Background: an optimization exercise with open tools, aiming at small area and a short achievable clock period. Do not read the settings as production practice. Only simulation tests tie the RTL to the original design; equivalence was not proved. Power and IR drop assume default switching activity.

[flow/run.sh]
#!/bin/bash
# synth_recipe.tcl (not shown) runs the flow's synth.tcl, then flattens the netlist and writes it again
# the make line also repeats each setting of config.mk as NAME=value (left out here)
make -C /OpenROAD-flow-scripts/flow DESIGN_CONFIG=/design/flow/config.mk WORK_HOME=/design/flow/orfs CLKGATE_MAP_FILE= SYNTH_SCRIPT=/design/flow/synth_recipe.tcl finish
[flow/design.v]
`timescale 1ns/1ps
package noc_pkg;
  localparam int coord_width = 3;
  localparam int message_width = 5;
  localparam int route_width = 5;
  localparam int data_width = 32;
  localparam int reserved_width = data_width - 4 * coord_width - message_width - route_width;
  localparam int num_ports = 5;
  localparam int queue_depth = 4;
  localparam int ptr_width = 2;
  localparam int port_north = 0;
  localparam int port_south = 1;
  localparam int port_west = 2;
  localparam int port_east = 3;
  localparam int port_local = 4;
  localparam logic [route_width-1:0] go_north = 5'b00001;
  localparam logic [route_width-1:0] go_south = 5'b00010;
  localparam logic [route_width-1:0] go_west = 5'b00100;
  localparam logic [route_width-1:0] go_east = 5'b01000;
  localparam logic [route_width-1:0] go_local = 5'b10000;
  localparam int xy_width = 2 * coord_width;
  localparam int flit_width = data_width + 2;
  localparam int f_head = 33;
  localparam int f_tail = 32;
  localparam int f_src_lsb = 26;
  localparam int f_dst_lsb = 20;
  localparam int f_route_lsb = 0;
  localparam int link_width = flit_width + 1;
  localparam int head_width = flit_width + route_width + 1 + num_ports;
  localparam int h_request_lsb = 0;
  localparam int h_void = num_ports;
  localparam int h_next_lsb = num_ports + 1;
  localparam int h_flit_lsb = num_ports + 1 + route_width;
endpackage
`timescale 1ns/1ps
module router_fifo (
  input  logic                           clk,
  input  logic                           rst,
  input  logic                           wr_i,
  input  logic                           rd_i,
  input  logic [noc_pkg::flit_width-1:0] data_i,
  output logic [noc_pkg::flit_width-1:0] data_o,
  output logic                           empty_o,
  output logic                           full_o
);
  logic [noc_pkg::flit_width-1:0] mem [0:noc_pkg::queue_depth-1];
  logic [noc_pkg::queue_depth-1:0] wr_oh;
  logic [noc_pkg::queue_depth-1:0] rd_oh;
  logic [noc_pkg::queue_depth-1:0] occ;
  logic                            push;
  logic                            pop;
  assign empty_o = ~occ[0];
  assign full_o = occ[3];
  assign push = wr_i & ~(empty_o & rd_i);
  assign pop = rd_i & occ[0];
  always_comb begin
    data_o = empty_o ? data_i : '0;
    for (int j = 0; j < noc_pkg::queue_depth; j++) begin
      if (rd_oh[j] & occ[0]) begin
        data_o = data_o | mem[j];
      end
    end
  end
  always_ff @(posedge clk) begin
    for (int j = 0; j < noc_pkg::queue_depth; j++) begin
      if (wr_oh[j] & ~occ[3]) begin
        mem[j] <= data_i;
      end
    end
  end
  always_ff @(posedge clk) begin
    if (rst) begin
      wr_oh <= 4'b0001;
      rd_oh <= 4'b0001;
      occ <= '0;
    end else begin
      if (push) begin
        wr_oh <= {wr_oh[2:0], wr_oh[3]};
      end
      if (pop) begin
        rd_oh <= {rd_oh[2:0], rd_oh[3]};
      end
      if (push & ~pop) begin
        occ <= {occ[2:0], 1'b1};
      end else if (pop & ~push) begin
        occ <= {1'b0, occ[3:1]};
      end
    end
  end
endmodule
`timescale 1ns/1ps
module xy_lookahead_route (
  input  logic [noc_pkg::xy_width-1:0]    position_i,
  input  logic [noc_pkg::route_width-1:0] route_i,
  input  logic [noc_pkg::xy_width-1:0]    destination_i,
  output logic [noc_pkg::route_width-1:0] next_route_o
);
  logic [2:0] pos_x;
  logic [2:0] pos_y;
  logic [2:0] dest_x;
  logic [2:0] dest_y;
  logic       x_far_e;
  logic       x_far_w;
  logic       y_far_s;
  logic       y_far_n;
  logic       y_gt;
  logic       y_lt;
  assign pos_x = position_i[5:3];
  assign pos_y = position_i[2:0];
  assign dest_x = destination_i[5:3];
  assign dest_y = destination_i[2:0];
  assign x_far_e = {1'b0, dest_x} > ({1'b0, pos_x} + 4'd1);
  assign x_far_w = {1'b0, dest_x} + 4'd1 < {1'b0, pos_x};
  assign y_far_s = {1'b0, dest_y} > ({1'b0, pos_y} + 4'd1);
  assign y_far_n = {1'b0, dest_y} + 4'd1 < {1'b0, pos_y};
  assign y_gt = dest_y > pos_y;
  assign y_lt = dest_y < pos_y;
  always_comb begin
    next_route_o = '0;
    if ((route_i[noc_pkg::port_east] & x_far_e) | (route_i[noc_pkg::port_west] & x_far_w)) begin
      next_route_o = route_i & (noc_pkg::go_east | noc_pkg::go_west);
    end else if (route_i[noc_pkg::port_east] | route_i[noc_pkg::port_west]) begin
      next_route_o[noc_pkg::port_south] = y_gt;
      next_route_o[noc_pkg::port_north] = y_lt;
      next_route_o[noc_pkg::port_local] = ~y_gt & ~y_lt;
    end else begin
      next_route_o[noc_pkg::port_south] = route_i[noc_pkg::port_south] & y_far_s;
      next_route_o[noc_pkg::port_north] = route_i[noc_pkg::port_north] & y_far_n;
      next_route_o[noc_pkg::port_local] = ~(route_i[noc_pkg::port_south] & y_far_s) &
                                          ~(route_i[noc_pkg::port_north] & y_far_n);
    end
  end
endmodule
`timescale 1ns/1ps
module router_input_port (
  input  logic                            clk,
  input  logic                            rst,
  input  logic [noc_pkg::xy_width-1:0]    position_i,
  input  logic [noc_pkg::link_width-1:0]  link_i,
  input  logic [noc_pkg::num_ports-1:0]   pop_i,
  output logic                            stop_o,
  output logic [noc_pkg::head_width-1:0]  head_o
);
  logic [noc_pkg::flit_width-1:0]  fifo_head;
  logic                            link_void;
  logic                            empty;
  logic                            full;
  logic                            in_void;
  logic                            valid_head;
  logic [noc_pkg::route_width-1:0] route;
  logic [noc_pkg::route_width-1:0] next_route;
  assign link_void = link_i[0];
  router_fifo u_fifo (
    .clk     (clk),
    .rst     (rst),
    .wr_i    (~link_void),
    .rd_i    (|pop_i),
    .data_i  (link_i[noc_pkg::link_width-1:1]),
    .data_o  (fifo_head),
    .empty_o (empty),
    .full_o  (full)
  );
  assign in_void = empty & link_void;
  assign valid_head = fifo_head[noc_pkg::f_head] & ~in_void;
  assign route = fifo_head[noc_pkg::f_route_lsb +: noc_pkg::route_width];
  assign stop_o = full;
  xy_lookahead_route u_route (
    .position_i    (position_i),
    .route_i       (route),
    .destination_i (fifo_head[noc_pkg::f_dst_lsb +: noc_pkg::xy_width]),
    .next_route_o  (next_route)
  );
  assign head_o = {fifo_head, next_route, in_void, route & {noc_pkg::route_width{valid_head}}};
endmodule
`timescale 1ns/1ps
module rr_arbiter (
  input  logic                          clk,
  input  logic                          rst,
  input  logic [noc_pkg::num_ports-2:0] request_i,
  input  logic                          update_i,
  output logic [noc_pkg::num_ports-2:0] grant_o,
  output logic [noc_pkg::num_ports-2:0] last_o
);
  logic [3:0] last_q;
  always_comb begin
    for (int k = 0; k < 4; k++) begin
      grant_o[k] = request_i[k] &
        ~(request_i[(k+3)%4] & ~last_q[(k+3)%4]) &
        ~(request_i[(k+2)%4] & (last_q[(k+1)%4] | last_q[k])) &
        ~(request_i[(k+1)%4] & last_q[k]);
    end
  end
  assign last_o = last_q;
  always_ff @(posedge clk) begin
    if (rst) begin
      last_q <= 4'b1000;
    end else if (update_i) begin
      last_q <= grant_o;
    end
  end
endmodule
`timescale 1ns/1ps
module router_output_port #(
  parameter int port_idx = 0
) (
  input  logic                                               clk,
  input  logic                                               rst,
  input  logic [noc_pkg::num_ports*noc_pkg::head_width-1:0] heads_i,
  input  logic                                               stop_i,
  output logic [noc_pkg::num_ports-1:0]                      pop_o,
  output logic [noc_pkg::link_width-1:0]                     link_o
);
  localparam int nk = noc_pkg::num_ports - 1;
  logic                            payload_q;
  logic [nk-1:0]                   req_col;
  logic [nk-1:0]                   void_col;
  logic [noc_pkg::flit_width-1:0]  flit_col [nk];
  logic [noc_pkg::route_width-1:0] next_col [nk];
  logic [nk-1:0]                   grant;
  logic [nk-1:0]                   last;
  logic [nk-1:0]                   sel;
  logic [nk-1:0]                   take;
  logic                            any_req;
  logic                            last_void;
  logic                            fwd;
  logic                            tail;
  logic [noc_pkg::flit_width-1:0]  out_flit;
  logic [noc_pkg::flit_width-1:0]  data_q;
  logic                            void_q;
  always_comb begin
    for (int k = 0; k < nk; k++) begin
      req_col[k] = heads_i[((k < port_idx) ? k : k + 1)*noc_pkg::head_width + noc_pkg::h_request_lsb + port_idx];
      void_col[k] = heads_i[((k < port_idx) ? k : k + 1)*noc_pkg::head_width + noc_pkg::h_void];
      flit_col[k] = heads_i[((k < port_idx) ? k : k + 1)*noc_pkg::head_width + noc_pkg::h_flit_lsb +: noc_pkg::flit_width];
      next_col[k] = heads_i[((k < port_idx) ? k : k + 1)*noc_pkg::head_width + noc_pkg::h_next_lsb +: noc_pkg::route_width];
    end
  end
  rr_arbiter u_arb (
    .clk       (clk),
    .rst       (rst),
    .request_i (req_col),
    .update_i  (~stop_i & ~payload_q & any_req),
    .grant_o   (grant),
    .last_o    (last)
  );
  assign any_req = |req_col;
  assign last_void = |(last & void_col);
  assign sel = payload_q ? last : grant;
  assign fwd = payload_q ? ~last_void : any_req;
  assign take = payload_q ? (last & ~void_col) : grant;
  always_comb begin
    for (int p = 0; p < noc_pkg::num_ports; p++) begin
      pop_o[p] = 1'b0;
    end
    for (int k = 0; k < nk; k++) begin
      pop_o[(k < port_idx) ? k : k + 1] = take[k] & ~stop_i;
    end
  end
  always_comb begin
    out_flit = '0;
    tail = 1'b0;
    for (int k = 0; k < nk; k++) begin
      if (sel[k]) begin
        out_flit[noc_pkg::flit_width-1:noc_pkg::route_width] =
          out_flit[noc_pkg::flit_width-1:noc_pkg::route_width] |
          flit_col[k][noc_pkg::flit_width-1:noc_pkg::route_width];
        tail = tail | flit_col[k][noc_pkg::f_tail];
      end
      if (grant[k] & ~payload_q) begin
        out_flit[noc_pkg::route_width-1:0] = out_flit[noc_pkg::route_width-1:0] | next_col[k];
      end
      if (last[k] & payload_q) begin
        out_flit[noc_pkg::route_width-1:0] = out_flit[noc_pkg::route_width-1:0] |
                                             flit_col[k][noc_pkg::route_width-1:0];
      end
    end
  end
  always_ff @(posedge clk) begin
    if (rst) begin
      payload_q <= 1'b0;
      void_q <= 1'b1;
    end else if (!stop_i) begin
      if (fwd) begin
        payload_q <= ~tail;
      end
      void_q <= ~fwd;
    end
  end
  always_ff @(posedge clk) begin
    if (!stop_i) begin
      data_q <= out_flit;
    end
  end
  assign link_o = {data_q, void_q};
endmodule
`timescale 1ns/1ps
module lookahead_router (
  input  logic                                            clk,
  input  logic                                            rst,
  input  logic [noc_pkg::xy_width-1:0]                    position_i,
  input  logic [noc_pkg::num_ports*noc_pkg::link_width-1:0] link_i,
  output logic [noc_pkg::num_ports-1:0]                   stop_o,
  output logic [noc_pkg::num_ports*noc_pkg::link_width-1:0] link_o,
  input  logic [noc_pkg::num_ports-1:0]                   stop_i
);
  logic [noc_pkg::num_ports*noc_pkg::head_width-1:0] heads;
  logic [noc_pkg::num_ports*noc_pkg::num_ports-1:0] pop_out;
  logic [noc_pkg::num_ports*noc_pkg::num_ports-1:0] pop_in;
  for (genvar o = 0; o < noc_pkg::num_ports; o++) begin : gen_pop_out
    for (genvar i = 0; i < noc_pkg::num_ports; i++) begin : gen_pop_in
      assign pop_in[i*noc_pkg::num_ports+o] = pop_out[o*noc_pkg::num_ports+i];
    end
  end
  for (genvar g = 0; g < noc_pkg::num_ports; g++) begin : gen_input
    router_input_port u_in (
      .clk        (clk),
      .rst        (rst),
      .position_i (position_i),
      .link_i     (link_i[g*noc_pkg::link_width +: noc_pkg::link_width]),
      .pop_i      (pop_in[g*noc_pkg::num_ports +: noc_pkg::num_ports]),
      .stop_o     (stop_o[g]),
      .head_o     (heads[g*noc_pkg::head_width +: noc_pkg::head_width])
    );
  end
  for (genvar g = 0; g < noc_pkg::num_ports; g++) begin : gen_output
    router_output_port #(
      .port_idx (g)
    ) u_out (
      .clk     (clk),
      .rst     (rst),
      .heads_i (heads),
      .stop_i  (stop_i[g]),
      .pop_o   (pop_out[g*noc_pkg::num_ports +: noc_pkg::num_ports]),
      .link_o  (link_o[g*noc_pkg::link_width +: noc_pkg::link_width])
    );
  end
endmodule
[flow/config.mk]
export PLATFORM = sky130hd
export DESIGN_NAME = lookahead_router
export DESIGN_NICKNAME = lookahead_router
export VERILOG_FILES = /design/flow/design.v
export SDC_FILE = /design/flow/constraint.sdc
export NUM_CORES = 4
export LEC_CHECK = 0
export CAP_MARGIN = 20
export CORE_MARGIN = 2
export CORE_UTILIZATION = 40
export SLEW_MARGIN = 20
[flow/constraint.sdc]
create_clock -name core_clock -period 6.2 [get_ports {clk}]
set_input_delay 1.2400 -clock core_clock [delete_from_list [all_inputs] [get_ports {clk}]]
set_output_delay 1.2400 -clock core_clock [all_outputs]
set_load 0.01 [all_outputs]
==> flow_summary.toml <==
[power]
power_switching_mw = 10.6
irDropWorstVdd_mv = 0.260
p_sw_frac = 0.400
p_int_mw = 15.8
pwr-share-clk = 0.228
power_frac_comb = 0.401
cellLeakagePower_nw = 18.4
power.density_nw_per_um2 = 507
seqPwrFrac = 0.371
design_power_total_mw = 26.4

[finish]
stdcell_count = 5226
drive_above_1_share = 0.108
design_area_sq_um = 52000
area_growth_pct = 20.9
fin_nets = 4018

[min_path]
hold_class = "register to register"

[status]
outcome = "complete, no violations"

[global_route]
antenna_found_initial = 23
first_global_vias = 31100
grt_start_max_net_pins = 50
grt_pass1_wl_um = 241000
grtUsageTotal = 0.304
grt-ovfl-total = 0

[synthesis]
ys_seq_elements = 940
synth_ff_type = "edfxtp_1"
ys.warnings.count = 19
synth_top_area_frac = 0.593
syn_inst = 3339
synth_seq_area_share = 0.635
syn_nets = 3619
async_reset_ff_frac = 0
yosysTopAreaCell = "edfxtp_1"
yosys-top-cells-area = "edfxtp_1 59%, a22oi_1 7.0%, dfxtp_1 4.2%"
syn-mean-instance-area_sq_um = 12.9
netlist_area_sq_um = 43000
synth_cell_types = 91
synth-edff-count = 850

[sta]
slew_viol_final = 0
fmax_mhz = 204
relSlewSlack = 0.149
hold_viol_final = 0
period_share = 0.790
grt_setup_unrepaired = "false"
fin_skew_ns = 0.0452
tns_ns = 0
period_needed_ns = 4.90
setup_violations = 0
holdWs_ns = 0.488
worst_slew_pin_slew_ns = 1.28

[floorplanning]
ioPinCount = 368
die_h_um = 332
core_area_sq_um = 107000
rows = 120
die_x_um = 332
initial_utilization = 0.402
dieArea_sq_um = 110000

[clocking]
cts.sinks = 940
ctsLongestPathBuffers = 3
clockRootBuffer = "clkbuf_16"
tritoncts = "done"
clk_pin_slew_ns = 0.07
hold_buffers = 0
cts.htree.levels = 3
postCtsSetupRepairBufs = 0
cts-buffers-inserted = 99
post_cts_resized = 0
worstSkewPairLatency_ns = 0.70

[critical_path]
crit_chain = "buf_4, inv_1, buf_4, a22oi_1, nand3_1, xor2_1, ha_1, o21ai_0, nand3b_1, a31oi_1, a41oi_2, o21ai_0, o21ai_0"
cp-end-kind = "register"
slowest_stage = "dfxtp_1"
rr_startpoint = "gen_input[1].u_in.u_fifo.occ[0]"
r2r_slack_ns = 1.30
required_ns = 6.65
reg2reg_depth = 13
criticalPathCategory = "register to register"
cp_max_fo = 28
startpoint = "gen_input[1].u_in.u_fifo.occ[0]"
r2r-end = "gen_output[0].u_out.data_q[4]"
cp_common_cell = "o21ai_0"
worstPathArrival_ns = 5.35
worstSetupStartpointType = "register"
slowest_delay_ns = 0.83
cp-endpoint = "gen_output[0].u_out.data_q[4]"
path_delay_family = "compound AO/OA/AOI/OAI gates"
cp.depth = 13
path_buf_inv = 3

[placement]
io_buffers = 367
dp.cells = 5040
dp_hpwl_um = 121000
dpl_cell_area_sq_um = 48700
gp_congestion = 1.04

[route]
met3_length_um = 19400
via_per_inst = 6.39
drtIter0Drc = 4332
wl_per_cell_um = 33.0
totalWireLength_um = 173000
vias = 33400
dr_wl_met2_um = 75300
first_pass_iters = 7
met1_length_um = 68100
post-route-drc-count = 0
highest_layer = "met5"
drtAntennaViolNets = 0

[run]
maxCapViolCount = 0
==> power by group through the flow <==
stage	combinational, mW	sequential, mW	clock, mW
2_1_floorplan	5.16	9.47	0
3_3_place_gp	10.1	9.85	0
3_5_place_dp	10.1	9.84	0
4_1_cts	10.2	9.74	6.09
5_1_grt	10.9	9.85	6.32
6_report	10.6	9.78	6.01
==> registers in the layout (all words and copies together) (netlist names) <==
signal,flops
gen_input.u_in.u_fifo.mem,680
gen_output.u_out.data_q,170
gen_input.u_in.u_fifo.occ,20
gen_input.u_in.u_fifo.rd_oh,20
gen_input.u_in.u_fifo.wr_oh,20
gen_output.u_out.u_arb.last_q,20
gen_output.u_out.payload_q,5
gen_output.u_out.void_q,5
==> routing by layer <==
| layer | up-vias | GRT usage |
|---|---|---|
| met1 | 16600 | 0.410 |
| met5 | - | 0 |
| li1 | 14200 | - |
| met3 | 472 | 0.0789 |
| met4 | 34 | 0.140 |
| met2 | 2195 | 0.459 |
==> final cells by class <==
type	instances	area [sq um]
Fill cell	9431	54900
Timing Repair Buffer	519	4810
Clock inverter	64	643
Sequential cell	940	27300
Antenna cell	2	5.00
Inverter	83	312
Tap cell	1403	1760
Clock buffer	120	2630
Multi-Input combinational cell	2095	14500
==> cell families after synthesis <==
| family | Yosys count | share of synthesized area |
|---|---|---|
| XOR/XNOR | 12 | 0.00244 |
| buffers and inverters | 304 | 0.0312 |
| AND/OR/NAND/NOR | 798 | 0.0840 |
| flip-flops | 940 | 0.635 |
| adder cells (fa/ha/maj) | 92 | 0.0268 |
| AO/OA/AOI/OAI | 1150 | 0.210 |
| multiplexers | 43 | 0.0100 |
==> per-stage QoR <==
| step | util | setup WS, ns |
|---|---|---|
| floorplan | - | 2.45 |
| global placement | 0.456 | 1.14 |
| detailed placement | 0.456 | 1.11 |
| CTS | 0.486 | 1.40 |
| global route | 0.486 | 1.16 |
| finish | 0.486 | 1.30 |
==> worst min-delay path by stage <==
stage / from / to / slack [ns] / cells past startpoint
finish: gen_input[2].u_in.u_fifo.wr_oh[2] / gen_input[2].u_in.u_fifo.wr_oh[3] / 0.49 / 2
CTS: gen_input[2].u_in.u_fifo.wr_oh[3] / gen_input[2].u_in.u_fifo.wr_oh[3] / 0.49 / 2
global route: gen_input[2].u_in.u_fifo.wr_oh[2] / gen_input[2].u_in.u_fifo.wr_oh[3] / 0.50 / 2
floorplan: gen_input[2].u_in.u_fifo.wr_oh[3] / gen_input[2].u_in.u_fifo.wr_oh[3] / 0.44 / 2
global placement: gen_input[2].u_in.u_fifo.wr_oh[3] / gen_input[2].u_in.u_fifo.wr_oh[3] / 0.47 / 2
detailed placement: gen_input[2].u_in.u_fifo.wr_oh[0] / gen_input[2].u_in.u_fifo.wr_oh[1] / 0.48 / 2
==> cell usage after synthesis, types with 13 or more instances <==
cell / count
edfxtp_1: 850
a22oi_1: 402
nand2_1: 369
nor2_1: 194
clkbuf_1: 130
a221o_1: 99
ha_1: 92
dfxtp_1: 90
inv_1: 79
a21oi_1: 77
a221oi_1: 72
o21ai_0: 67
o211ai_1: 62
o22ai_1: 57
buf_2: 54
nor2b_1: 53
a31oi_1: 50
mux2i_1: 43
nand3_1: 32
o221ai_1: 30
nor3_1: 27
and2_1: 26
buf_4: 26
o21a_1: 25
a211o_1: 22
a22o_1: 18
nand2b_1: 18
a222oi_1: 14
o21ai_1: 14
a21o_1: 13
nand3b_1: 13
==> worst reg2reg max path: cells and delay by family, from the launching register on <==
| kind | cells | cell delay, ns |
|---|---|---|
| AO/OA/AOI/OAI | 6 | 2.07 |
| flip-flops | 1 | 0.83 |
| buffers and inverters | 3 | 0.73 |
| AND/OR/NAND/NOR | 2 | 0.46 |
| adder cells (fa/ha/maj) | 1 | 0.30 |
| XOR/XNOR | 1 | 0.27 |
==> cell usage in the layout (no fill, tap or decap), types with 17 or more instances in the layout <==
| cell type | n |
|---|---|
| inv_1 | 74 |
| ha_1 | 92 |
| o21ai_0 | 67 |
| nor2b_4 | 19 |
| clkdlybuf4s50_1 | 366 |
| a31oi_1 | 47 |
| o21a_1 | 25 |
| clkinv_2 | 21 |
| nand2b_1 | 18 |
| a22o_1 | 18 |
| nand3_1 | 32 |
| edfxtp_1 | 850 |
| nand2_1 | 369 |
| nor2b_1 | 34 |
| o22ai_1 | 57 |
| clkbuf_16 | 102 |
| a221oi_1 | 72 |
| nor2_1 | 193 |
| mux2i_1 | 43 |
| buf_4 | 152 |
| nor3_1 | 27 |
| clkinv_1 | 17 |
| a221o_1 | 99 |
| o221ai_1 | 30 |
| dfxtp_1 | 90 |
| o211ai_1 | 62 |
| a22oi_1 | 402 |
| a211o_1 | 22 |
| and2_1 | 26 |
| clkbuf_1 | 17 |
| a21oi_1 | 77 |

re-timing with driven ports:
In the flow no input, the clock included, has a driving cell. The finished layout below was timed again as built, in two steps.
Step 1 (the two cells are an assumption about what drives the block):
set clk [get_ports {clk}]
set_driving_cell -lib_cell sky130_fd_sc_hd__clkbuf_16 $clk
set_driving_cell -lib_cell sky130_fd_sc_hd__buf_2 [delete_from_list [all_inputs] $clk]
Step 2, shift: input delay + t, output delay - t, t = (earliest + latest rising clock arrival at the registers) / 2. This alone moves slack from input paths to output paths.
a / b / c = ideal ports / drivers / drivers and shift; a / b = the first two.
t (ns): 0.754
setup slack, ns: 1.299 / 1.299 / 0.844
worst setup path after step 2: input to register
pins driven straight from the clock port: 1
After both steps this run still meets setup and hold. For this run, drivers alone change the setup slack by 0.000 ns; drivers and shift together by -0.455 ns.
